What follows belongs to an exercise in optimizing a design on an open flow for small area and a short achievable clock period; a production flow would make more cautious choices.
Function was not checked in any run shown here: the RTL went through the layout flow alone.
Power and IR drop assume default switching activity.

--- flow/flow/run.sh ---
#!/bin/bash
# The standard layout, with plain sky130_fd_sc_hd__buf_1 cells as the port
# buffers (the resizer's timing repair sizes them up where a path needs it).
# make's full output goes to flow.log here; each ORFS step keeps its own log
# under orfs/logs/.
set -euo pipefail
bash standard.sh "BUFFER_PORTS_ARGS=-buffer_cell sky130_fd_sc_hd__buf_1" finish > flow.log 2>&1
--- flow/standard.sh ---
#!/bin/bash
# synth_recipe.tcl (not shown) runs the flow's synth.tcl, then flattens the netlist and writes it again
# the make line also repeats each setting of config.mk as NAME=value (left out here)
make -C /OpenROAD-flow-scripts/flow DESIGN_CONFIG=/design/flow/config.mk WORK_HOME=/design/flow/orfs CLKGATE_MAP_FILE= SYNTH_SCRIPT=/design/flow/synth_recipe.tcl "${@:-finish}"
--- flow/config.mk ---
export PLATFORM = sky130hd
export DESIGN_NAME = alignCellTop
export DESIGN_NICKNAME = alignCellTop
export VERILOG_FILES = /design/flow/design.v
export SDC_FILE = /design/flow/constraint.sdc
export NUM_CORES = 4
export LEC_CHECK = 0
export ABC_AREA = 1
export CAP_MARGIN = 20
export CORE_MARGIN = 2
export CORE_UTILIZATION = 45
export SETUP_SLACK_MARGIN = 5
export SLEW_MARGIN = 20
--- flow/constraint.sdc ---
create_clock -name core_clock -period 11.0 [get_ports {clk}]
set_input_delay 2.2000 -clock core_clock [delete_from_list [all_inputs] [get_ports {clk}]]
set_output_delay 2.2000 -clock core_clock [all_outputs]
set_load 0.01 [all_outputs]
--- flow/design.v ---
package alignPkg;
  localparam int SCORE_W = 11;
  typedef logic signed [SCORE_W-1:0] score_t;
  typedef logic [1:0] base_t;
  typedef struct packed {
    score_t m;
    score_t ix;
    score_t iy;
    score_t iz;
    score_t ixy;
    score_t iyz;
    score_t ixz;
  } scoreVec_t;
  typedef struct packed {
    scoreVec_t n1;
    scoreVec_t n2;
    scoreVec_t n3;
    base_t     a;
    base_t     b;
    base_t     c;
    logic      en;
  } cellIn_t;
endpackage
`timescale 1ns/1ps
module max7Tree #(
  parameter logic [20:0] THR1 = '0,    
  parameter logic [20:0] THR0 = '0,
  parameter int          CA1  = 0,
  parameter int          CA0  = 0,
  parameter int          CB1  = 0,
  parameter int          CB0  = 0
) (
  input  logic [76:0] x_i,      
  input  logic        bonus_i,
  input  logic        sel_i,    
  input  logic [11:0] ya_i,
  input  logic [10:0] ra_i,     
  input  logic [11:0] yb_i,
  input  logic [10:0] rb_i,     
  output logic [10:0] max_o
);
  function automatic logic [2:0] wrapBest(input logic [76:0] x, input logic [20:0] thr);
    logic [6:0] w;
    logic [1:0] qf [7];
    logic [1:0] q;
    for (int f = 0; f < 7; f++) begin
      w[f]  = ~|x[f*11+3 +: 8] & (x[f*11 +: 3] < thr[f*3 +: 3]);
      qf[f] = x[f*11 +: 2] - thr[f*3 +: 2];
    end
    q[1] = 1'b0;
    for (int f = 0; f < 7; f++) q[1] = q[1] | (w[f] & qf[f][1]);
    q[0] = 1'b0;
    for (int f = 0; f < 7; f++) q[0] = q[0] | (w[f] & qf[f][0] & (qf[f][1] | ~q[1]));
    wrapBest = {|w, q};
  endfunction
  function automatic logic topKey(input logic [11:0] y, input int c, input logic [1:0] q);
    logic [3:0] t;
    for (int k = 0; k < 4; k++) t[k] = ({1'b0, y} >= 13'(2044 + c + k));
    topKey = t[q];
  endfunction
  logic [2:0] wb1, wb0;
  logic       anyW, hitA, hitB;
  logic [1:0] q;
  assign wb1  = wrapBest(x_i, THR1);
  assign wb0  = wrapBest(x_i, THR0);
  assign anyW = bonus_i ? wb1[2] : wb0[2];
  assign q    = bonus_i ? wb1[1:0] : wb0[1:0];
  assign hitA = bonus_i ? topKey(ya_i, CA1, wb1[1:0]) : topKey(ya_i, CA0, wb0[1:0]);
  assign hitB = bonus_i ? topKey(yb_i, CB1, wb1[1:0]) : topKey(yb_i, CB0, wb0[1:0]);
  logic [10:0] fa, fb;
  assign fa = (anyW & ~hitA) ? {9'h1ff, q} : ra_i;
  assign fb = (anyW & ~hitB) ? {9'h1ff, q} : rb_i;
  assign max_o = sel_i ? fa : fb;
endmodule
`timescale 1ns/1ps
module neighborDelay;
endmodule
`timescale 1ns/1ps
module cellUpdate #(
  parameter int P0 = 6, parameter int P1 = 0,
  parameter int Q0 = 5, parameter int Q1 = 2,
  parameter int R0 = 3, parameter int R1 = 1,
  parameter int S0 = 4
) (
  input  logic [76:0] src_i,      
  input  logic        bonus_i,    
  output logic [10:0] t1_o,       
  output logic [10:0] t2_o
);
  function automatic logic ge12(input logic [11:0] a, input logic [11:0] b, input logic cin);
    logic [12:0] g0, t0;
    logic [6:0]  g1, t1;
    logic [3:0]  g2, t2;
    logic [1:0]  g3, t3;
    g0 = {a & ~b, cin};
    t0 = {a | ~b, 1'b0};
    for (int j = 0; j < 6; j++) begin
      g1[j] = g0[2*j+1] | (t0[2*j+1] & g0[2*j]);
      t1[j] = t0[2*j+1] & t0[2*j];
    end
    g1[6] = g0[12];
    t1[6] = t0[12];
    for (int j = 0; j < 3; j++) begin
      g2[j] = g1[2*j+1] | (t1[2*j+1] & g1[2*j]);
      t2[j] = t1[2*j+1] & t1[2*j];
    end
    g2[3] = g1[6];
    t2[3] = t1[6];
    for (int j = 0; j < 2; j++) begin
      g3[j] = g2[2*j+1] | (t2[2*j+1] & g2[2*j]);
      t3[j] = t2[2*j+1] & t2[2*j];
    end
    ge12 = g3[1] | (t3[1] & g3[0]);
  endfunction
  logic [10:0] X [7];
  logic [76:0] xAll;
  for (genvar f = 0; f < 7; f++) begin : gX
    assign X[f] = {~src_i[f*11+10], src_i[f*11 +: 10]};
    assign xAll[f*11 +: 11] = X[f];
  end
  logic        gtAB, geAB;
  logic [10:0] f1, f2;
  logic [11:0] yA, yB, yQ0, yQ1, yS;
  logic cP, cQ, gP0Q0, gP0Q1, gP1Q0, gP1Q1, wP0, wP1, wQ0, wQ1;
  assign cP    = ge12({1'b0, X[P0]}, {1'b0, X[P1]}, 1'b1);
  assign cQ    = ge12({1'b0, X[Q0]}, {1'b0, X[Q1]}, 1'b1);
  assign gP0Q0 = ge12({1'b0, X[P0]}, {1'b0, X[Q0]}, 1'b0);
  assign gP0Q1 = ge12({1'b0, X[P0]}, {1'b0, X[Q1]}, 1'b0);
  assign gP1Q0 = ge12({1'b0, X[P1]}, {1'b0, X[Q0]}, 1'b0);
  assign gP1Q1 = ge12({1'b0, X[P1]}, {1'b0, X[Q1]}, 1'b0);
  assign wP0 =  cP & gP0Q0 & gP0Q1;
  assign wP1 = ~cP & gP1Q0 & gP1Q1;
  assign wQ0 =  cQ & ~gP0Q0 & ~gP1Q0;
  assign wQ1 = ~cQ & ~gP0Q1 & ~gP1Q1;
  assign yQ0 = {1'b0, X[Q0]} + 12'd1;
  assign yQ1 = {1'b0, X[Q1]} + 12'd1;
  assign yA  = ({12{wP0}} & {1'b0, X[P0]}) | ({12{wP1}} & {1'b0, X[P1]})
             | ({12{wQ0}} & yQ0) | ({12{wQ1}} & yQ1);
  logic cR, gR0S, gR1S, wR0, wR1, wS;
  assign cR   = ge12({1'b0, X[R0]}, {1'b0, X[R1]}, 1'b1);
  assign gR0S = ge12({1'b0, X[R0]}, {1'b0, X[S0]}, 1'b0);
  assign gR1S = ge12({1'b0, X[R1]}, {1'b0, X[S0]}, 1'b0);
  assign wR0  =  cR & gR0S;
  assign wR1  = ~cR & gR1S;
  assign wS   = ~(wR0 | wR1);
  assign yS   = {1'b0, X[S0]} + 12'd1;
  assign yB   = ({12{wR0}} & {1'b0, X[R0]}) | ({12{wR1}} & {1'b0, X[R1]}) | ({12{wS}} & yS);
  assign gtAB = ge12(yA, yB, 1'b0);
  assign geAB = gtAB | &(yA | ~yB);
  function automatic logic [20:0] thr(input int p, input int q, input int r, input int s1);
    thr = '0;
    thr[P0*3 +: 3] = 3'(p);  thr[P1*3 +: 3] = 3'(p);
    thr[Q0*3 +: 3] = 3'(q);  thr[Q1*3 +: 3] = 3'(q);
    thr[R0*3 +: 3] = 3'(r);  thr[R1*3 +: 3] = 3'(r);
    thr[S0*3 +: 3] = 3'(s1);
  endfunction
  localparam logic [20:0] THR_T1  = thr(4, 3, 3, 2);
  localparam logic [20:0] THR_T21 = thr(1, 0, 1, 0);    
  localparam logic [20:0] THR_T20 = thr(3, 2, 3, 2);    
  logic [10:0] rA1, rB1, rA2, rB2;
  assign rA1 = yA[10:0] - 11'd4;
  assign rB1 = yB[10:0] - 11'd3;
  assign rA2 = bonus_i ? yA[10:0] - 11'd1 : yA[10:0] - 11'd3;
  assign rB2 = bonus_i ? yB[10:0] - 11'd1 : yB[10:0] - 11'd3;
  max7Tree #(.THR1(THR_T1), .THR0(THR_T1), .CA1(4), .CA0(4), .CB1(3), .CB0(3)) fix1 (
    .x_i(xAll), .bonus_i(1'b1), .sel_i(gtAB),
    .ya_i(yA), .ra_i(rA1), .yb_i(yB), .rb_i(rB1), .max_o(f1));
  max7Tree #(.THR1(THR_T21), .THR0(THR_T20), .CA1(1), .CA0(3), .CB1(1), .CB0(3)) fix2 (
    .x_i(xAll), .bonus_i(bonus_i), .sel_i(geAB),
    .ya_i(yA), .ra_i(rA2), .yb_i(yB), .rb_i(rB2), .max_o(f2));
  assign t1_o = {~f1[10], f1[9:0]};
  assign t2_o = {~f2[10], f2[9:0]};
endmodule
`timescale 1ns/1ps
module alignCell (
  input  logic        clk,
  input  logic        rst,
  input  logic [76:0] n1_i,
  input  logic [76:0] n2_i,
  input  logic [76:0] n3_i,
  input  logic [1:0]  a_i,
  input  logic [1:0]  b_i,
  input  logic [1:0]  c_i,
  input  logic        en_i,
  output logic [76:0] state_o,
  output logic [1:0]  baseA_o,
  output logic        en_o
);
  function automatic logic ge12(input logic [11:0] a, input logic [11:0] b, input logic cin);
    logic [12:0] g0, t0;
    logic [6:0]  g1, t1;
    logic [3:0]  g2, t2;
    logic [1:0]  g3, t3;
    g0 = {a & ~b, cin};
    t0 = {a | ~b, 1'b0};
    for (int j = 0; j < 6; j++) begin
      g1[j] = g0[2*j+1] | (t0[2*j+1] & g0[2*j]);
      t1[j] = t0[2*j+1] & t0[2*j];
    end
    g1[6] = g0[12];
    t1[6] = t0[12];
    for (int j = 0; j < 3; j++) begin
      g2[j] = g1[2*j+1] | (t1[2*j+1] & g1[2*j]);
      t2[j] = t1[2*j+1] & t1[2*j];
    end
    g2[3] = g1[6];
    t2[3] = t1[6];
    for (int j = 0; j < 2; j++) begin
      g3[j] = g2[2*j+1] | (t2[2*j+1] & g2[2*j]);
      t3[j] = t2[2*j+1] & t2[2*j];
    end
    ge12 = g3[1] | (t3[1] & g3[0]);
  endfunction
  function automatic logic ge12r(input logic [11:0] a, input logic [11:0] b, input logic cin);
    logic o;
    o = cin;
    for (int i = 0; i < 12; i++) o = (a[i] & ~b[i]) | ((a[i] | ~b[i]) & o);
    ge12r = o;
  endfunction
  function automatic logic ge13(input logic [12:0] a, input logic [12:0] b, input logic cin);
    logic o;
    o = cin;
    for (int i = 0; i < 13; i++) o = (a[i] & ~b[i]) | ((a[i] | ~b[i]) & o);
    ge13 = o;
  endfunction
  localparam int FM = 6, FIX = 5, FIY = 4, FIZ = 3, FIXY = 2, FIYZ = 1, FIXZ = 0;
  logic [76:0] S;
  logic [1:0]  A, B, C;
  logic        E;
  logic [10:0] mPre, ixyPre, ixzPre;
  logic        start;
  logic        eqAB, eqBC, eqAC, eqABn, eqBCn, eqACn;
  assign start = en_i & ~E;
  assign eqAB  = (A == B);
  assign eqBC  = (B == C);
  assign eqAC  = (A == C);
  assign eqABn = (a_i == b_i);
  assign eqBCn = (b_i == c_i);
  assign eqACn = (a_i == c_i);
  logic [10:0] iyN, ixyPreD, izN, ixzPreD;
  cellUpdate #(.P0(FM), .P1(FIXZ), .Q0(FIX), .Q1(FIXY), .R0(FIZ), .R1(FIYZ), .S0(FIY)) uN2 (
    .src_i(n2_i), .bonus_i(eqABn), .t1_o(iyN), .t2_o(ixyPreD));
  cellUpdate #(.P0(FM), .P1(FIXY), .Q0(FIX), .Q1(FIXZ), .R0(FIY), .R1(FIYZ), .S0(FIZ)) uN3 (
    .src_i(n3_i), .bonus_i(eqACn), .t1_o(izN), .t2_o(ixzPreD));
  logic [10:0] xs [7];
  logic [10:0] xn [7];
  for (genvar f = 0; f < 7; f++) begin : gX
    assign xs[f] = {~S[f*11+10], S[f*11 +: 10]};
    assign xn[f] = {~n1_i[f*11+10], n1_i[f*11 +: 10]};
  end
  function automatic logic [11:0] wkey(input logic [10:0] x, input logic [2:0] c);
    wkey = {~|x[10:3] & (x[2:0] < c), x};
  endfunction
  logic [11:0] s1a, s1b, s2, s4, ks [7];
  logic [12:0] sIx1, s4d, sZ, sW;
  logic [10:0] ixF;
  logic        c1a, c1b, c2, c4, cz, cw;
  assign ks[FM]   = wkey(xs[FM],   3'd4);
  assign ks[FIX]  = wkey(xs[FIX],  3'd2);
  assign ks[FIY]  = wkey(xs[FIY],  3'd3);
  assign ks[FIZ]  = wkey(xs[FIZ],  3'd3);
  assign ks[FIXY] = wkey(xs[FIXY], 3'd3);
  assign ks[FIYZ] = wkey(xs[FIYZ], 3'd4);
  assign ks[FIXZ] = wkey(xs[FIXZ], 3'd3);
  assign c1a = ge12r(ks[FIY],  ks[FIZ],  1'b1);
  assign s1a = c1a ? ks[FIY] : ks[FIZ];
  assign c1b = ge12r(ks[FIXY], ks[FIXZ], 1'b1);
  assign s1b = c1b ? ks[FIXY] : ks[FIXZ];
  assign c2  = ge12r(s1a, s1b, 1'b1);
  assign s2  = c2 ? s1a : s1b;                        
  assign c4  = ge12r(ks[FM], ks[FIYZ], 1'b1);
  assign s4  = c4 ? ks[FM] : ks[FIYZ];                
  assign sIx1 = {1'b0, ks[FIX]} + 13'd1;              
  assign cz = ge13({1'b0, s4}, sIx1, 1'b0);
  assign sZ = cz ? {1'b0, s4} : sIx1 + 13'd1;
  assign cw = ge13({1'b0, s2} + 13'd1, sZ, 1'b1);
  assign sW = cw ? {1'b0, s2} + 13'd1 : sZ;
  assign ixF = sW[10:0] - 11'd4;
  logic [6:0]  n0, n1, n2, n5, n6, n7;
  logic [11:0] km [7];
  for (genvar f = 0; f < 7; f++) begin : gN
    logic lo, hi;
    assign lo    = ~|xn[f][10:2];
    assign hi    = &xn[f][10:2];
    assign n0[f] = lo & (xn[f][1:0] == 2'd0);
    assign n1[f] = lo & (xn[f][1:0] == 2'd1);
    assign n2[f] = lo & (xn[f][1:0] == 2'd2);
    assign n5[f] = hi & (xn[f][1:0] == 2'd1);
    assign n6[f] = hi & (xn[f][1:0] == 2'd2);
    assign n7[f] = hi & (xn[f][1:0] == 2'd3);
    assign km[f] = {~(hi & |xn[f][1:0]), xn[f]};
  end
  logic pA0, pA1, pA2, pA5, pA6, pA7, pB0, pB1, pB2, pB5, pB6, pB7;
  assign pA0 = n0[FM] | n0[FIX] | n0[FIXY] | n0[FIXZ];
  assign pA1 = n1[FM] | n1[FIX] | n1[FIXY] | n1[FIXZ];
  assign pA2 = n2[FM] | n2[FIX] | n2[FIXY] | n2[FIXZ];
  assign pA5 = n5[FM] | n5[FIX] | n5[FIXY] | n5[FIXZ];
  assign pA6 = n6[FM] | n6[FIX] | n6[FIXY] | n6[FIXZ];
  assign pA7 = n7[FM] | n7[FIX] | n7[FIXY] | n7[FIXZ];
  assign pB0 = n0[FIY] | n0[FIZ] | n0[FIYZ];
  assign pB1 = n1[FIY] | n1[FIZ] | n1[FIYZ];
  assign pB2 = n2[FIY] | n2[FIZ] | n2[FIYZ];
  assign pB5 = n5[FIY] | n5[FIZ] | n5[FIYZ];
  assign pB6 = n6[FIY] | n6[FIZ] | n6[FIYZ];
  assign pB7 = n7[FIY] | n7[FIZ] | n7[FIYZ];
  logic [11:0] nA, nB, kyA, kyB, m3;
  logic [10:0] iyzF;
  logic        kAB;
  logic [11:0] na1, na2, nb1;
  assign na1 = ge12(km[FM],   km[FIX],  1'b1) ? km[FM]   : km[FIX];
  assign na2 = ge12(km[FIXY], km[FIXZ], 1'b1) ? km[FIXY] : km[FIXZ];
  assign nA  = ge12(na1, na2, 1'b1) ? na1 : na2;
  assign nb1 = ge12(km[FIY],  km[FIZ],  1'b1) ? km[FIY]  : km[FIZ];
  assign nB  = ge12(nb1, km[FIYZ], 1'b1) ? nb1 : km[FIYZ];
  logic [11:0] nAr, nBr;
  logic [5:0]  pAr, pBr;      
  always_comb begin
    if (eqBC ? pAr[0] : |pAr[2:0])
      kyA = {1'b1, 9'd0, eqBC ? 2'd0 : pAr[2] ? 2'd2 : pAr[1] ? 2'd1 : 2'd0};
    else
      kyA = {1'b0, pAr[5] ? 11'd2047 : pAr[4] ? 11'd2046 : pAr[3] ? 11'd2045 : nAr[10:0]};
    if (~eqBC & |pBr[1:0])
      kyB = {1'b1, 9'd0, pBr[1] ? 2'd1 : 2'd0};
    else
      kyB = {1'b0, pBr[5] ? 11'd2047 : pBr[4] ? 11'd2046 : pBr[3] ? 11'd2045 : nBr[10:0]};
  end
  assign kAB  = ge12r(kyA, kyB, 1'b0);
  assign iyzF = kAB ? (eqBC ? kyA[10:0] - 11'd1 : kyA[10:0] - 11'd3)
                    : (eqBC ? kyB[10:0]          : kyB[10:0] - 11'd2);
  assign m3   = ge12r(nAr, nBr, 1'b1) ? nAr : nBr;
  logic [10:0] mK;        
  logic [5:0]  mP;        
  assign mK = m3[10:0];
  assign mP = pAr | pBr;
  logic        t3, tm1;
  logic [10:0] mPreX;
  assign t3  = eqABn & eqBCn;
  assign tm1 = ~t3 & (eqABn | eqBCn | eqACn);
  always_comb begin
    if (t3)
      mPreX = mK + 11'd3;
    else if (tm1)
      mPreX = mP[0] ? 11'd2047 : mP[5] ? 11'd2046 : mP[4] ? 11'd2045 : mP[3] ? 11'd2044
            : mK - 11'd1;
    else
      mPreX = mP[2] ? 11'd2047 : mP[1] ? 11'd2046 : mP[0] ? 11'd2045
            : mP[5] ? 11'd2044 : mP[4] ? 11'd2043 : mP[3] ? 11'd2042 : mK - 11'd3;
  end
  logic [10:0] mN, ixN, ixyN, ixzN;
  assign ixN  = start ? 11'h7fe : {~ixF[10], ixF[9:0]};
  assign mN   = start ? ((eqAB & eqBC) ? 11'd3 : (eqAB | eqBC | eqAC) ? 11'h7ff : 11'h7fd) : mPre;
  assign ixyN = start ? (eqAB ? 11'd0 : 11'h7fe) : ixyPre;
  assign ixzN = start ? (eqAC ? 11'd0 : 11'h7fe) : ixzPre;
  always_ff @(posedge clk or posedge rst) begin
    if (rst) begin
      S      <= '0;
      nAr    <= 12'hc00;   
      nBr    <= 12'hc00;
      pAr    <= '0;
      pBr    <= '0;
      A      <= '0;
      B      <= '0;
      C      <= '0;
      E      <= 1'b0;
      mPre   <= 11'd3;    
      ixyPre <= '0;
      ixzPre <= '0;
    end else begin
      S      <= {mN, ixN, iyN, izN, ixyN, {~iyzF[10], iyzF[9:0]}, ixzN};
      nAr    <= nA;
      nBr    <= nB;
      pAr    <= {pA7, pA6, pA5, pA2, pA1, pA0};
      pBr    <= {pB7, pB6, pB5, pB2, pB1, pB0};
      A      <= a_i;
      B      <= b_i;
      C      <= c_i;
      E      <= en_i;
      mPre   <= {~mPreX[10], mPreX[9:0]};
      ixyPre <= ixyPreD;
      ixzPre <= ixzPreD;
    end
  end
  assign state_o = S;
  assign baseA_o = A;
  assign en_o    = E;
endmodule
`timescale 1ns/1ps
module alignCellTop (
  input  logic        clk,
  input  logic        rst,
  input  logic [76:0] n1_i,
  input  logic [76:0] n2_i,
  input  logic [76:0] n3_i,
  input  logic [1:0]  a_i,
  input  logic [1:0]  b_i,
  input  logic [1:0]  c_i,
  input  logic        en_i,
  output logic [76:0] state_o,
  output logic [1:0]  baseA_o,
  output logic        en_o
);
  alignCell alignCell_inst (
    .clk     (clk),
    .rst     (rst),
    .n1_i    (n1_i),
    .n2_i    (n2_i),
    .n3_i    (n3_i),
    .a_i     (a_i),
    .b_i     (b_i),
    .c_i     (c_i),
    .en_i    (en_i),
    .state_o (state_o),
    .baseA_o (baseA_o),
    .en_o    (en_o)
  );
endmodule
==> results of run 1 <==
-- flip-flops by register name (all words and copies together), names as in the netlist --
name / flops
alignCell_inst.S: 77
alignCell_inst.nAr: 12
alignCell_inst.nBr: 12
alignCell_inst.ixyPre: 11
alignCell_inst.ixzPre: 11
alignCell_inst.mPre: 11
alignCell_inst.pAr: 6
alignCell_inst.pBr: 6
alignCell_inst.A: 2
alignCell_inst.B: 2
alignCell_inst.C: 2
alignCell_inst.E: 1
-- layout make-up --
type	instances	area [um^2]
multi-input combinational	2764	15100
clock inverter	15	176
clock buffer	17	425
sequential	153	3840
timing repair buffer	399	1890
timing repair inverter	3	20.0
inverter	640	2430
antenna	1	2.50
fill	4821	20900
tap	600	751
-- metal layers --
metal	global-route usage [%]	up-vias
li1	-	13000
met1	44.9	11900
met2	49.6	1274
met3	3.01	152
met4	9.37	6
met5	0	-
-- where the power goes --
| group | switching, mW | internal (mW) |
|---|---|---|
| combinational | 3.62 | 1.82 |
| clock | 0.264 | 0.325 |
| sequential | 0.261 | 0.812 |
-- metrics by stage --
| step | util [%] | worst slack (ps) | total power, mW | instance area (um^2) |
|---|---|---|---|---|
| 4_1_cts | 51.5 | 4970 | 6.81 | 23500 |
| 6_report | 54.1 | 5140 | 7.11 | 24700 |
| 5_1_grt | 54.1 | 4860 | 7.92 | 24700 |
| 3_5_place_dp | 49.5 | 3710 | 6.16 | 22500 |
| 2_1_floorplan | - | 5120 | 5.12 | 20800 |
| 3_3_place_gp | 49.5 | 3760 | 6.15 | 22500 |
-- worst max-delay path: cells and delay by family --
kind	cells	cell delay, ps
AO/OA/AOI/OAI	10	1420
AND/OR/NAND/NOR	9	1240
buffers and inverters	7	1050
adder cells (fa/ha/maj)	1	210
-- what timing repair did --
item	in CTS	in global routing
pin swaps	6	42
gates resized for setup	77	216
setup buffers	9	51
cloned	1	9
endpoints found under the setup margin	46	69
-- cells by family (layout without fill, tap and decap cells) --
| kind of cell | Yosys count | count (layout) | share of synthesized area [%] |
|---|---|---|---|
| fa+ha+maj | 32 | 32 | 2.00 |
| simple gates | 1792 | 1795 | 37.4 |
| compound gates | 851 | 852 | 25.3 |
| buf+inv | 722 | 1074 | 13.4 |
| xor+xnor | 85 | 85 | 3.61 |
| flops | 153 | 153 | 18.4 |
| other cells | 0 | 1 | 0 |
-- path summary, 6_finish.rpt --
path,start,end,slack [ps]
max in group asynchronous,rst,alignCell_inst.S[45],7550
min in group asynchronous,rst,alignCell_inst.nAr[10],1860
min,alignCell_inst.ixyPre[4],alignCell_inst.S[26],450
max reg2reg,alignCell_inst.S[46],alignCell_inst.S[65],5650
max,n2_i[67],alignCell_inst.S[48],5140
min reg2reg,alignCell_inst.ixyPre[4],alignCell_inst.S[26],450
-- layout by cell type (no fill, tap or decap), drive strengths merged, types with 14 or more instances in the layout --
master   instances
nor4            63
o2111ai         21
inv            636
o22ai          129
a31oi           72
nand2          857
a21oi          136
o31ai           15
clkbuf          35
ha              27
nand3          234
xnor2           14
buf            379
dfrtp          147
xor2            71
nand4           64
o211ai          40
o221ai          50
o21ai          295
nor2           428
a211oi          17
or2             22
nor3            95
==> metrics.md, run 1 <==
| Metric | Value |
|---|---|
| Full die area | `around 0.048 mm^2` |
| Avg Inst Size Synth | `between 5 and 6 um^2` |
| Minimum clock period | `approximately 5900 ps` |
| Routed vias | `around 26000` |
| Cells after DPL | `4489` |
| Rows | `slightly below 80` |
| Initial antenna violation count | `4` |
| P_leak | `11.6 nW` |
| Relative slew slack | `between 30% and 40%` |
| Effective utilization at floorplan | `about 46%` |
| Hold WC Path Type | `flip-flop to flip-flop` |
| CTS tree | `yes` |
| Synth Register Bits | `approximately 150` |
| Detailed Place HPWL | `approximately 63000 um` |
| DR top layer | `met5` |
| CP arrival | `about 6000 ps` |
| Clock sinks | `153` |
| Avg Vias per Cell | `between 5 and 6` |
| Setup crit start kind | `primary input` |
| Most numerous cell in the Yosys netlist | `nand2_1` |
| Share of layout cells above drive strength 1 | `around a tenth` |
| Final period utilization | `approximately 53%` |
| Post-CTS Hold Fix Bufs | `0` |
| Worst R2R Path Depth | `52` |
| Final cell count without fillers | `about 4600` |
| Post-Synthesis Cell Area | `~0.021 mm^2` |
| Dominant cell type by area after synthesis | `dfrtp_1` |
| IO Port Bufs | `around 320` |
| Synth top area cells | `dfrtp_1 (18%), nand2_1 (15%), inv_1 (11%)` |
| Req. time, crit path | `approximately 11000 ps` |
| Pre-antenna DRT Iters | `7` |
| # IOs | `between 300 and 400` |
| Mapped Cells | `3635` |
| Post-synth cell types | `77` |
| Seq/Total Area, Yosys | `a little under a fifth` |
| Post-synth top flop | `dfrtp_1` |
| TNS Setup | `0 ps` |
| Chip Width | `roughly 220 um` |
| Met3 WL | `5790 um` |
| DRC errors left | `0` |
| Gpl congestion | `a little under 1` |
| Yosys warns | `21` |
| Net Count, Synth | `about 4000` |
| GR Overflow Total | `0` |
| Post-synth EDFFs | `0` |
| Maxcap violations | `0` |
| PwrDens | `approximately 290 mW/mm^2` |
| Final nets | `around 4200` |
| Worst path slowest cell | `o41ai_2` |
| Worst Hold Depth | `2` |
| Routed wl met2 | `34600 um` |
| Hold Slack | `around 450 ps` |
| Delay of the slowest critical-path stage | `~400 ps` |
| Worst Max-Slew Pin Slew | `910 ps` |
| Status | `timing/DRC/antenna clean` |
| CP Capture Type | `flip-flop` |
| Share of the synthesized area in the top cell type | `17.6%` |
| Clk_skew | `~16 ps` |
| CORE AREA | `0.0456 mm^2` |
| DR iter-0 viols | `between 2000 and 3000` |
| Wirelength, routed | `about 79000 um` |
| Routed len/inst | `17.2 um` |
| Max Clk Rate | `~170 MHz` |
| Clock latency on the worst-skew pair | `around 430 ps` |
| Endpoints failing hold | `0` |
| Largest net degree at the start of global routing | `87` |
| Async SR Flop Fraction | `between 90% and 100%` |
| Area Growth Syn to Fin | `18.4%` |
| Max rail drop VDD | `0.579 mV` |
| GRT Overall Usage | `31.3%` |
| Vias in the first global route | `between 20000 and 25000` |
| CTS H-tree depth | `4` |
| First-pass GRT wire length | `122000 um` |
| Top cells by count, synth | `nand2_1 (830), inv_1 (621), nor2_1 (420)` |
| Worst-path fanout max | `6` |
| Max-slew violations | `0` |
| Unrepaired setup endpoints after global routing | `yes` |
| CTS Buffer Depth | `2` |
| CTS root buf | `clkbuf_16` |
| CTS clk-pin slew, worst paths | `around 70 ps` |
| Final setup vio count | `0` |
| Die height | `219 um` |
| CTS Buf Count | `17` |
| Detail Route Antenna Nets | `0` |
| Crit path kind | `primary input to flip-flop` |
| Met1 WL | `36000 um` |
| CP dominant cell by count | `nand2_1` |
==> run 2, diff against run 1 <==
--- a/flow/design.v
+++ b/flow/design.v
@@ -157,11 +157,20 @@
   localparam logic [20:0] THR_T1  = thr(4, 3, 3, 2);
   localparam logic [20:0] THR_T21 = thr(1, 0, 1, 0);    
   localparam logic [20:0] THR_T20 = thr(3, 2, 3, 2);    
+  logic [8:0]  hiA1, hiB1;
+  logic [1:0]  loA2, loB2;
+  logic        bwA2, bwB2;
   logic [10:0] rA1, rB1, rA2, rB2;
-  assign rA1 = yA[10:0] - 11'd4;
-  assign rB1 = yB[10:0] - 11'd3;
-  assign rA2 = bonus_i ? yA[10:0] - 11'd1 : yA[10:0] - 11'd3;
-  assign rB2 = bonus_i ? yB[10:0] - 11'd1 : yB[10:0] - 11'd3;
+  assign hiA1 = yA[10:2] - 9'd1;
+  assign hiB1 = yB[10:2] - 9'd1;
+  assign rA1  = {hiA1, yA[1:0]};
+  assign rB1  = {(yB[1:0] != 2'd3) ? hiB1 : yB[10:2], yB[1:0] + 2'd1};
+  assign loA2 = bonus_i ? yA[1:0] - 2'd1 : yA[1:0] + 2'd1;
+  assign loB2 = bonus_i ? yB[1:0] - 2'd1 : yB[1:0] + 2'd1;
+  assign bwA2 = bonus_i ? (yA[1:0] == 2'd0) : (yA[1:0] != 2'd3);
+  assign bwB2 = bonus_i ? (yB[1:0] == 2'd0) : (yB[1:0] != 2'd3);
+  assign rA2  = {bwA2 ? hiA1 : yA[10:2], loA2};
+  assign rB2  = {bwB2 ? hiB1 : yB[10:2], loB2};
   max7Tree #(.THR1(THR_T1), .THR0(THR_T1), .CA1(4), .CA0(4), .CB1(3), .CB0(3)) fix1 (
     .x_i(xAll), .bonus_i(1'b1), .sel_i(gtAB),
     .ya_i(yA), .ra_i(rA1), .yb_i(yB), .rb_i(rB1), .max_o(f1));
@@ -325,8 +334,12 @@
       kyB = {1'b0, pBr[5] ? 11'd2047 : pBr[4] ? 11'd2046 : pBr[3] ? 11'd2045 : nBr[10:0]};
   end
   assign kAB  = ge12r(kyA, kyB, 1'b0);
-  assign iyzF = kAB ? (eqBC ? kyA[10:0] - 11'd1 : kyA[10:0] - 11'd3)
-                    : (eqBC ? kyB[10:0]          : kyB[10:0] - 11'd2);
+  logic [11:0] kyW;
+  logic [1:0]  tW, loW;
+  assign kyW  = kAB ? kyA : kyB;
+  assign tW   = kAB ? (eqBC ? 2'd1 : 2'd3) : (eqBC ? 2'd0 : 2'd2);
+  assign loW  = kyW[1:0] - tW;
+  assign iyzF = {(kyW[1:0] < tW) ? kyW[10:2] - 9'd1 : kyW[10:2], loW};
   assign m3   = ge12r(nAr, nBr, 1'b1) ? nAr : nBr;
   logic [10:0] mK;        
   logic [5:0]  mP;        
==> run 2 against run 1 <==
Effect of this change:
- setup slack lost 58 ps
- wire length down 1.1%
- clock skew up 2.5 ps
- highest routed layer unchanged
- cell count rose by 0.61%
- power is 6.9% lower
- design area rose by 0.27%
- hold slack better by 3.1 ps
- clock-buffer cell count unchanged
- sequential cell count is the same
- synthesized cell count about the same
- die area down 0.32%
- clock power shrank 0.7%
==> metrics.md, run 2 <==
| Metric | Value |
|---|---|
| Most common cell after layout, fill and taps aside | `nand2_1` |
| Synth top area cells | `dfrtp_1 (18%), nand2_1 (16%), inv_1 (11%)` |
| Hold path start | `alignCell_inst.mPre[8]` |
| Pre-antenna DRT Iters | `6 (-1)` |
| Worst Hold Endpoint | `alignCell_inst.S[74]` |
| Mapped Cells | `3636 (+0.028%)` |
| Hold WC Path Type | `flip-flop to flip-flop` |
| CTS Buffer Depth | `2 (unchanged)` |
| CTS clk-pin slew, worst paths | `70 ps (about the same)` |
| Max-slew violations | `0 (unchanged)` |
| GR Overflow Total | `0 (unchanged)` |
| Detailed Place HPWL | `62400 um (-0.86%)` |
| IO Port Bufs | `319 (unchanged)` |
| Full die area | `0.0479 mm^2 (-0.32%)` |
| Fin util | `54.4% (+0.26 points)` |
| P_leak | `11.7 nW (+0.47%)` |
| Effective utilization at floorplan | `45.7% (-0.053 points)` |
| PwrDens | `268 mW/mm^2 (-7.1%)` |
| Avg Inst Size Synth | `5.71 um^2 (-0.36%)` |
| Endpoints failing hold | `0 (unchanged)` |
| Final setup vio count | `0 (unchanged)` |
| Bufs and invs on worst path | `7 (unchanged)` |
| Post-synth EDFFs | `0 (unchanged)` |
| TNS Setup | `0 ps (unchanged)` |
| Clk_skew | `18.9 ps (+2.55 ps)` |
| Delay of the slowest critical-path stage | `270 ps (-120 ps)` |
| Crit path kind | `primary input to flip-flop` |
| CTS root buf | `clkbuf_16` |
| Share of the synthesized area in the top cell type | `17.7% (+0.058 points)` |
| Share of layout cells above drive strength 1 | `9.88% (-0.42 points)` |
| Clock sinks | `153 (unchanged)` |
| Worst Max-Slew Pin Slew | `828 ps (-81.6 ps)` |
| End of the worst register-to-register path | `alignCell_inst.S[21]` |
| DR iter-0 viols | `2547 (-12%)` |
| CTS tree | `yes` |
| CP Capture Type | `flip-flop` |
| Clock latency on the worst-skew pair | `440 ps (about the same)` |
| Largest net degree at the start of global routing | `87 (unchanged)` |
| Largest registers | `alignCell_inst.S (77), alignCell_inst.nAr (12), alignCell_inst.nBr (12)` |
| FF-to-FF Start | `alignCell_inst.C[1]` |
| Worst-path fanout max | `6 (unchanged)` |
| Max Clk Rate | `169 MHz (-0.98%)` |
| Yosys warns | `21 (unchanged)` |
| Post-Synthesis Cell Area | `0.0208 mm^2 (-0.33%)` |
| Post-synth top flop | `dfrtp_1` |
| Maxcap violations | `0 (unchanged)` |
| Worst R2R Path Depth | `27 (-48%)` |
| Max rail drop VDD | `0.519 mV (-10%)` |
| Minimum clock period | `5920 ps (+58.0 ps)` |
| Async SR Flop Fraction | `100% (unchanged)` |
| CORE AREA | `0.0455 mm^2 (-0.21%)` |
| Most numerous cell in the Yosys netlist | `nand2_1` |
| Initial antenna violation count | `2 (-2)` |
| GRT Overall Usage | `31.0% (-0.30 points)` |
| Power consumption | `6.62 mW (-6.9%)` |
| Status | `timing/DRC/antenna clean` |
| Gpl congestion | `1.00 (+3.6%)` |
| Net Count, Synth | `3910 (+0.13%)` |
| Chip Width | `219 um (-0.16%)` |
| Final nets | `4280 (+0.75%)` |
| DRC errors left | `0 (unchanged)` |
| Final period utilization | `53.8% (+0.53 points)` |
| Routed vias | `26500 (+0.66%)` |
| Relative slew slack | `44.8% (+6.1 points)` |
| Detail Route Antenna Nets | `0 (unchanged)` |
| Avg Vias per Cell | `5.75 (about the same)` |
| Rows | `78 (unchanged)` |
| Worst Hold Depth | `2 (unchanged)` |
| Largest register FFs | `77 (unchanged)` |
| Dominant cell type by area after synthesis | `dfrtp_1` |
| Unrepaired setup endpoints after global routing | `yes` |
| Reg with most FFs | `alignCell_inst.S` |
| Reg2Reg Setup Slack | `5580 ps (-70 ps)` |
| First-pass GRT wire length | `122000 um (-0.29%)` |
| Die height | `219 um (-0.16%)` |
| Req. time, crit path | `11320 ps (+40 ps)` |
| Worst path slowest cell | `nor3_4` |
| Wirelength, routed | `77900 um (-1.1%)` |
| Vias in the first global route | `23400 (-0.0043%)` |
| Crit path max-delay family | `compound AO/OA/AOI/OAI gates` |
| CP arrival | `6230 ps (+90 ps)` |
| Seq/Total Area, Yosys | `18.5% (+0.061 points)` |
| Worst path depth | `30 (+11%)` |
| CTS Buf Count | `17 (unchanged)` |
| Setup crit start kind | `primary input` |
| Area Growth Syn to Fin | `19.1%` |
| Most frequent cells in the layout | `nand2_1 (857), inv_1 (591), nor2_1 (324), o21ai_0 (312), buf_1 (288)` |
| CTS H-tree depth | `4 (unchanged)` |
| Post-synth cell types | `67 (-13%)` |
| Synth Register Bits | `153 (unchanged)` |
| # IOs | `320 (unchanged)` |
| Routed len/inst | `16.9 um (-1.7%)` |
| Top cells by count, synth | `nand2_1 (878), inv_1 (630), nor2_1 (336)` |
## run 2: cell types whose count changed in the layout (fill, tap and decap cells not counted), sizes merged, moves of 15 or more
cell	change
buf	+23
nor2	-86
nand2	+38
a31oi	-25
nand3	-15
o21ai	+59
a32oi	+15
nand4	+15
## run 2: timing repair
action / in CTS / in global routing
gates resized for setup: 76 / 195
cloned: 0 / 5
setup buffers: 11 / 78
pin swaps: 7 / 42
hold buffers: 0 / 0
endpoints found under the setup margin: 52 / 78
## run 2: power breakdown
part	leakage, nW	internal [mW]	switching, mW	total [mW]
sequential	1.79	0.807	0.241	1.05
combinational	9.59	1.66	3.33	4.99
clock	0.290	0.307	0.278	0.585
total	11.7	2.77	3.85	6.62
## run 2: cell type report
| type | count | area (um^2) |
|---|---|---|
| Inverter | 653 | 2500 |
| Fill cell | 4754 | 20700 |
| Sequential cell | 153 | 3840 |
| Antenna cell | 1 | 2.50 |
| Multi-Input combinational cell | 2756 | 15000 |
| Clock buffer | 17 | 425 |
| Tap cell | 600 | 751 |
| Clock inverter | 15 | 175 |
| Timing Repair inverter | 1 | 7.51 |
| Timing Repair Buffer | 424 | 2050 |
## run 2: worst max path at each step
stage | from | endpoint | slack [ps]
3_5_place_dp | n2_i[1] | alignCell_inst.ixyPre[8] | 3740
2_1_floorplan | n2_i[67] | alignCell_inst.ixyPre[0] | 5070
6_report | n2_i[24] | alignCell_inst.ixyPre[10] | 5080
3_3_place_gp | n2_i[22] | alignCell_inst.ixyPre[8] | 3790
4_1_cts | n2_i[57] | alignCell_inst.ixyPre[8] | 4970
5_1_grt | alignCell_inst.S[36] | alignCell_inst.S[65] | 4910
## run 2: per-stage QoR
stage / cells / setup WS [ps] / cell area [um^2] / hold WS, ps
2_1_floorplan: 3636 / 5070 / 20800 / 427
3_5_place_dp: 4493 / 3740 / 22500 / 431
3_3_place_gp: 4493 / 3790 / 22500 / 431
4_1_cts: 4536 / 4970 / 23500 / 450
6_report: 4620 / 5080 / 24700 / 451
5_1_grt: 4619 / 4910 / 24700 / 460
## run 2: kinds of logic (layout without fill, tap and decap cells)
| logic type | after synthesis | count (layout) | share of synthesized area [%] |
|---|---|---|---|
| buffers and inverters | 730 | 1110 | 13.4 |
| AO/OA/AOI/OAI | 899 | 900 | 26.4 |
| adder cells (fa/ha/maj) | 37 | 37 | 2.23 |
| flip-flops | 153 | 153 | 18.5 |
| other | 0 | 1 | 0 |
| XOR/XNOR | 78 | 78 | 3.29 |
| AND/OR/NAND/NOR | 1739 | 1741 | 36.2 |
## run 2: worst min-delay path: stages (launching register included)
cell and delay [ps]:
dfrtp_1 320, nand2_1 50, nand2_1 50
## run 2: per-layer routing
layer	part of all wire (%)	global-route usage [%]	wire length, um	vias up
li1	-	-	-	13100
met1	45	44.1	35300	11900
met2	44	49.0	34200	1297
met3	8.3	4.20	6450	195
met4	2.5	8.31	1970	4
met5	0.039	0	30	-
==> run 3, diff against run 2 <==
--- a/flow/design.v
+++ b/flow/design.v
@@ -220,12 +220,6 @@
     end
     ge12 = g3[1] | (t3[1] & g3[0]);
   endfunction
-  function automatic logic ge12r(input logic [11:0] a, input logic [11:0] b, input logic cin);
-    logic o;
-    o = cin;
-    for (int i = 0; i < 12; i++) o = (a[i] & ~b[i]) | ((a[i] | ~b[i]) & o);
-    ge12r = o;
-  endfunction
   function automatic logic ge13(input logic [12:0] a, input logic [12:0] b, input logic cin);
     logic o;
     o = cin;
@@ -271,13 +265,13 @@
   assign ks[FIXY] = wkey(xs[FIXY], 3'd3);
   assign ks[FIYZ] = wkey(xs[FIYZ], 3'd4);
   assign ks[FIXZ] = wkey(xs[FIXZ], 3'd3);
-  assign c1a = ge12r(ks[FIY],  ks[FIZ],  1'b1);
+  assign c1a = ge12(ks[FIY],  ks[FIZ],  1'b1);
   assign s1a = c1a ? ks[FIY] : ks[FIZ];
-  assign c1b = ge12r(ks[FIXY], ks[FIXZ], 1'b1);
+  assign c1b = ge12(ks[FIXY], ks[FIXZ], 1'b1);
   assign s1b = c1b ? ks[FIXY] : ks[FIXZ];
-  assign c2  = ge12r(s1a, s1b, 1'b1);
+  assign c2  = ge12(s1a, s1b, 1'b1);
   assign s2  = c2 ? s1a : s1b;                        
-  assign c4  = ge12r(ks[FM], ks[FIYZ], 1'b1);
+  assign c4  = ge12(ks[FM], ks[FIYZ], 1'b1);
   assign s4  = c4 ? ks[FM] : ks[FIYZ];                
   assign sIx1 = {1'b0, ks[FIX]} + 13'd1;              
   assign cz = ge13({1'b0, s4}, sIx1, 1'b0);
@@ -333,14 +327,10 @@
     else
       kyB = {1'b0, pBr[5] ? 11'd2047 : pBr[4] ? 11'd2046 : pBr[3] ? 11'd2045 : nBr[10:0]};
   end
-  assign kAB  = ge12r(kyA, kyB, 1'b0);
-  logic [11:0] kyW;
-  logic [1:0]  tW, loW;
-  assign kyW  = kAB ? kyA : kyB;
-  assign tW   = kAB ? (eqBC ? 2'd1 : 2'd3) : (eqBC ? 2'd0 : 2'd2);
-  assign loW  = kyW[1:0] - tW;
-  assign iyzF = {(kyW[1:0] < tW) ? kyW[10:2] - 9'd1 : kyW[10:2], loW};
-  assign m3   = ge12r(nAr, nBr, 1'b1) ? nAr : nBr;
+  assign kAB  = ge12(kyA, kyB, 1'b0);
+  assign iyzF = kAB ? (eqBC ? kyA[10:0] - 11'd1 : kyA[10:0] - 11'd3)
+                    : (eqBC ? kyB[10:0]          : kyB[10:0] - 11'd2);
+  assign m3   = ge12(nAr, nBr, 1'b1) ? nAr : nBr;
   logic [10:0] mK;        
   logic [5:0]  mP;        
   assign mK = m3[10:0];
==> run 3 against run 2 <==
Effect of this change:
- global-route usage decreased by 0.19 points
- register-to-register slack improved by 110 ps
- core utilization decreased by 1.1 points
- clock skew decreased by 6.3 ps
- power increased by 8.3%
- sequential power about the same
- critical endpoint is now alignCell_inst.S[41]
- largest power group unchanged
==> metrics.md, run 3 <==
| Metric | Value |
|---|---|
| Post-synth cell types | `67 (unchanged)` |
| Status | `timing/DRC/antenna clean` |
| Endpoints failing hold | `0 (unchanged)` |
| Clock power frac | `8.3% (-0.5 points)` |
| Avg Vias per Cell | `5.62 (-2.2%)` |
| Net Count, Synth | `3940 (+0.77%)` |
| P_leak | `11.6 nW (-0.65%)` |
| Clk_skew | `12.6 ps (-6.29 ps)` |
| Synth Register Bits | `153 (unchanged)` |
| Synth top area cells | `dfrtp_1 (18%), nand2_1 (16%), inv_1 (12%)` |
| Effective utilization at floorplan | `45.8% (+0.088 points)` |
| Most numerous cell in the Yosys netlist | `nand2_1` |
| FF/Latch Area | `0.00384 mm^2 (about the same)` |
| Most common cell after layout, fill and taps aside | `nand2_1` |
| Top cells by count, synth | `nand2_1 (883), inv_1 (639), nor2_1 (386)` |
| FF-to-FF Start | `alignCell_inst.S[6]` |
| Final setup vio count | `0 (unchanged)` |
| CTS Buffer Depth | `2 (unchanged)` |
| IO Port Bufs | `319 (unchanged)` |
| Final nets | `4272 (-0.19%)` |
| Hold Slack | `442 ps (-8.15 ps)` |
| DRC errors left | `0 (unchanged)` |
| Seq/Total Area, Yosys | `18.4% (-0.036 points)` |
| CTS Buf Count | `17 (unchanged)` |
| Vias in the first global route | `23600 (+1.2%)` |
| Reg2Reg Setup Slack | `5690 ps (+110 ps)` |
| Max rail drop VDD | `0.559 mV (+7.8%)` |
| Post-synth EDFFs | `0 (unchanged)` |
| Max-slew violations | `0 (unchanged)` |
| Mapped Cells | `3665 (+0.80%)` |
| Worst-path fanout max | `9 (+3)` |
| CTS H-tree depth | `4 (unchanged)` |
| Hold WC Path Type | `flip-flop to flip-flop` |
| CTS tree | `yes` |
| Clock sinks | `153 (unchanged)` |
| Clock latency on the worst-skew pair | `430 ps (about the same)` |
| Post-Synthesis Cell Area | `0.0208 mm^2 (+0.19%)` |
| Yosys warns | `21 (unchanged)` |
| PwrDens | `296 mW/mm^2 (+11%)` |
| Minimum clock period | `5810 ps (-109 ps)` |
| Avg Inst Size Synth | `5.68 um^2 (-0.60%)` |
| First-pass GRT wire length | `121000 um (-0.95%)` |
| Relative slew slack | `33.9% (-11 points)` |
| Share of the synthesized area in the top cell type | `17.7% (-0.034 points)` |
| Full die area | `0.0480 mm^2 (+0.19%)` |
| GRT Overall Usage | `30.8% (-0.19 points)` |
| Area occupied by multi-input gates | `0.0149 mm^2 (-0.82%)` |
| Crit path kind | `primary input to flip-flop` |
| Post-synth top flop | `dfrtp_1` |
| Share of layout cells above drive strength 1 | `8.00% (-1.9 points)` |
| Maxcap violations | `0 (unchanged)` |
| Routed vias | `25900 (-2.5%)` |
| Ant diodes | `0 (-1)` |
| Final instance area | `0.0242 mm^2 (-2.0%)` |
| Dpl cell area | `0.0225 mm^2 (unchanged)` |
| Pre-antenna DRT Iters | `6 (unchanged)` |
| Detailed Place HPWL | `61500 um (-1.4%)` |
| CP Capture Type | `flip-flop` |
| Delay of the slowest critical-path stage | `290 ps (+20 ps)` |
| # IOs | `320 (unchanged)` |
| Async SR Flop Fraction | `100% (unchanged)` |
| Detail Route Antenna Nets | `0 (unchanged)` |
| Worst R2R Path Depth | `44 (+63%)` |
| Worst Setup SP | `n3_i[23]` |
| GR Overflow Total | `0 (unchanged)` |
| Most frequent cells in the layout | `nand2_1 (864), inv_1 (609), nor2_1 (381), o21ai_0 (306), buf_1 (297)` |
| Final period utilization | `52.8% (-0.99 points)` |
| Hold path start | `alignCell_inst.mPre[2]` |
| Area Growth Syn to Fin | `16.4%` |
| Worst path slowest cell | `nand4_1` |
| Largest net degree at the start of global routing | `60 (-31%)` |
| Wirelength, routed | `76100 um (-2.3%)` |
| Routed len/inst | `16.5 um (-2.1%)` |
| Unrepaired setup endpoints after global routing | `yes` |
| DR iter-0 viols | `2110 (-17%)` |
| TNS Setup | `0 ps (unchanged)` |
| Max Clk Rate | `172 MHz (+1.9%)` |
| Gate power share | `76.6% (+1.3 points)` |
| Chip Width | `219 um (about the same)` |
| Initial antenna violation count | `0 (-2)` |
| CORE AREA | `0.0455 mm^2 (unchanged)` |
| Largest register FFs | `77 (unchanged)` |
| Req. time, crit path | `11320 ps (about the same)` |
| CTS root buf | `clkbuf_16` |
| Pint | `2.97 mW (+7.2%)` |
| P_sw | `4.19 mW (+9.0%)` |
| Reg with most FFs | `alignCell_inst.S` |
| Worst Hold Depth | `2 (unchanged)` |
| Rows | `78 (unchanged)` |
| Dominant cell type by area after synthesis | `dfrtp_1` |
| Switching share of total power | `58.5% (+0.40 points)` |
| Fill cells | `4988 (+4.9%)` |
| Gpl congestion | `0.979 (-2.4%)` |
| CTS clk-pin slew, worst paths | `60 ps (about the same)` |
| Die height | `219 um (about the same)` |
| Largest registers | `alignCell_inst.S (77), alignCell_inst.nAr (12), alignCell_inst.nBr (12)` |
| Flop pwr share | `15.1% (-0.7 points)` |
| Worst Max-Slew Pin Slew | `978 ps (+150 ps)` |
| CP arrival | `6130 ps (-100 ps)` |
| Setup crit start kind | `primary input` |
run 3: through the flow:
stage | utilization [%] | std cells | setup slack (ps) | power (mW)
finish | 53.3 | 4610 | 5190 | 7.17
global route | 53.3 | 4610 | 4960 | 8.03
CTS | 51.4 | 4571 | 5000 | 6.92
detailed placement | 49.5 | 4523 | 3710 | 6.26
global placement | 49.5 | 4523 | 3700 | 6.24
floorplan | - | 3665 | 5210 | 5.09
run 3: cells by family (layout without fill, tap and decap cells):
kind of cell | Yosys count | in the layout | share of synthesized area, %
flip-flops | 153 | 153 | 18.4
AO/OA/AOI/OAI | 868 | 869 | 25.2
buffers and inverters | 729 | 1071 | 13.3
XOR/XNOR | 91 | 91 | 3.83
adder cells (fa/ha/maj) | 37 | 37 | 2.24
AND/OR/NAND/NOR | 1787 | 1789 | 37.0
run 3: area by class of cell:
| type | count | area share (%) |
|---|---|---|
| flip-flops and latches | 153 | 15.9 |
| multi-input cells | 2786 | 61.3 |
| inverters | 660 | 10.3 |
| clock inverters | 11 | 0.563 |
| clock buffers | 21 | 1.90 |
| well taps | 600 | 3.10 |
| repair buffers | 379 | 6.96 |
run 3: timing repair:
item                       CTS  global route
hold buffers                 0             0
resized for setup           42           165
setup endpoints to repair   44            64
buffers inserted            15            37
cloned                       1             2
pin swaps                    4            19
run 3: path summary, 6_finish.rpt:
kind,endpoint
max,alignCell_inst.S[41]
min,alignCell_inst.S[68]
max reg2reg,alignCell_inst.S[65]
min reg2reg,alignCell_inst.S[68]
max in group asynchronous,alignCell_inst.S[54]
min in group asynchronous,alignCell_inst.A[1]
run 3: power by group through the flow:
| stage | logic, mW | clock network [mW] | registers [mW] |
|---|---|---|---|
| detailed placement | 5.18 | 0 | 1.08 |
| floorplan | 4.07 | 0 | 1.02 |
| global placement | 5.16 | 0 | 1.08 |
| global route | 6.29 | 0.638 | 1.10 |
| CTS | 5.25 | 0.606 | 1.07 |
| finish | 5.49 | 0.595 | 1.08 |
run 3: metal layers:
metal	GRT usage [%]	share of wire (%)
met5	0	0
met1	41.4	45
met4	9.32	2.8
met2	51.6	46
met3	3.73	5.8
run 3: worst max-delay path: cells and delay by family:
family,cells,cell delay (ps)
AO/OA/AOI/OAI,10,1410
buffers and inverters,6,860
AND/OR/NAND/NOR,12,1640

==> static timing again, ports no longer ideal <==
Ports are ideal in the flow. The routed layouts listed here were re-timed in OpenROAD. Step 1, drivers: a clkbuf_16 drives clk and a buf_2 each remaining input, both assumed. Step 2 also shifts input and output timing later by t, the mid clock arrival at the registers, as if the neighbouring blocks saw the same clock. Three values: ideal ports, drivers, drivers and shift; two values: the first two.
| run | t, ns | setup WS [ns] | worst slew at a driven data input, ns |
|---|---|---|---|
| run 1 | 0.472 | 5.143 / 5.162 / 4.690 | 0.11 |
| run 2 | 0.478 | 5.085 / 5.103 / 4.625 | 0.11 |
| run 3 | 0.470 | 5.194 / 5.221 / 4.751 | 0.06 |
After both steps setup and hold are still met in every run listed. For run 2, which loses most, drivers alone change the setup slack by +0.018 ns; drivers and shift together by -0.460 ns.
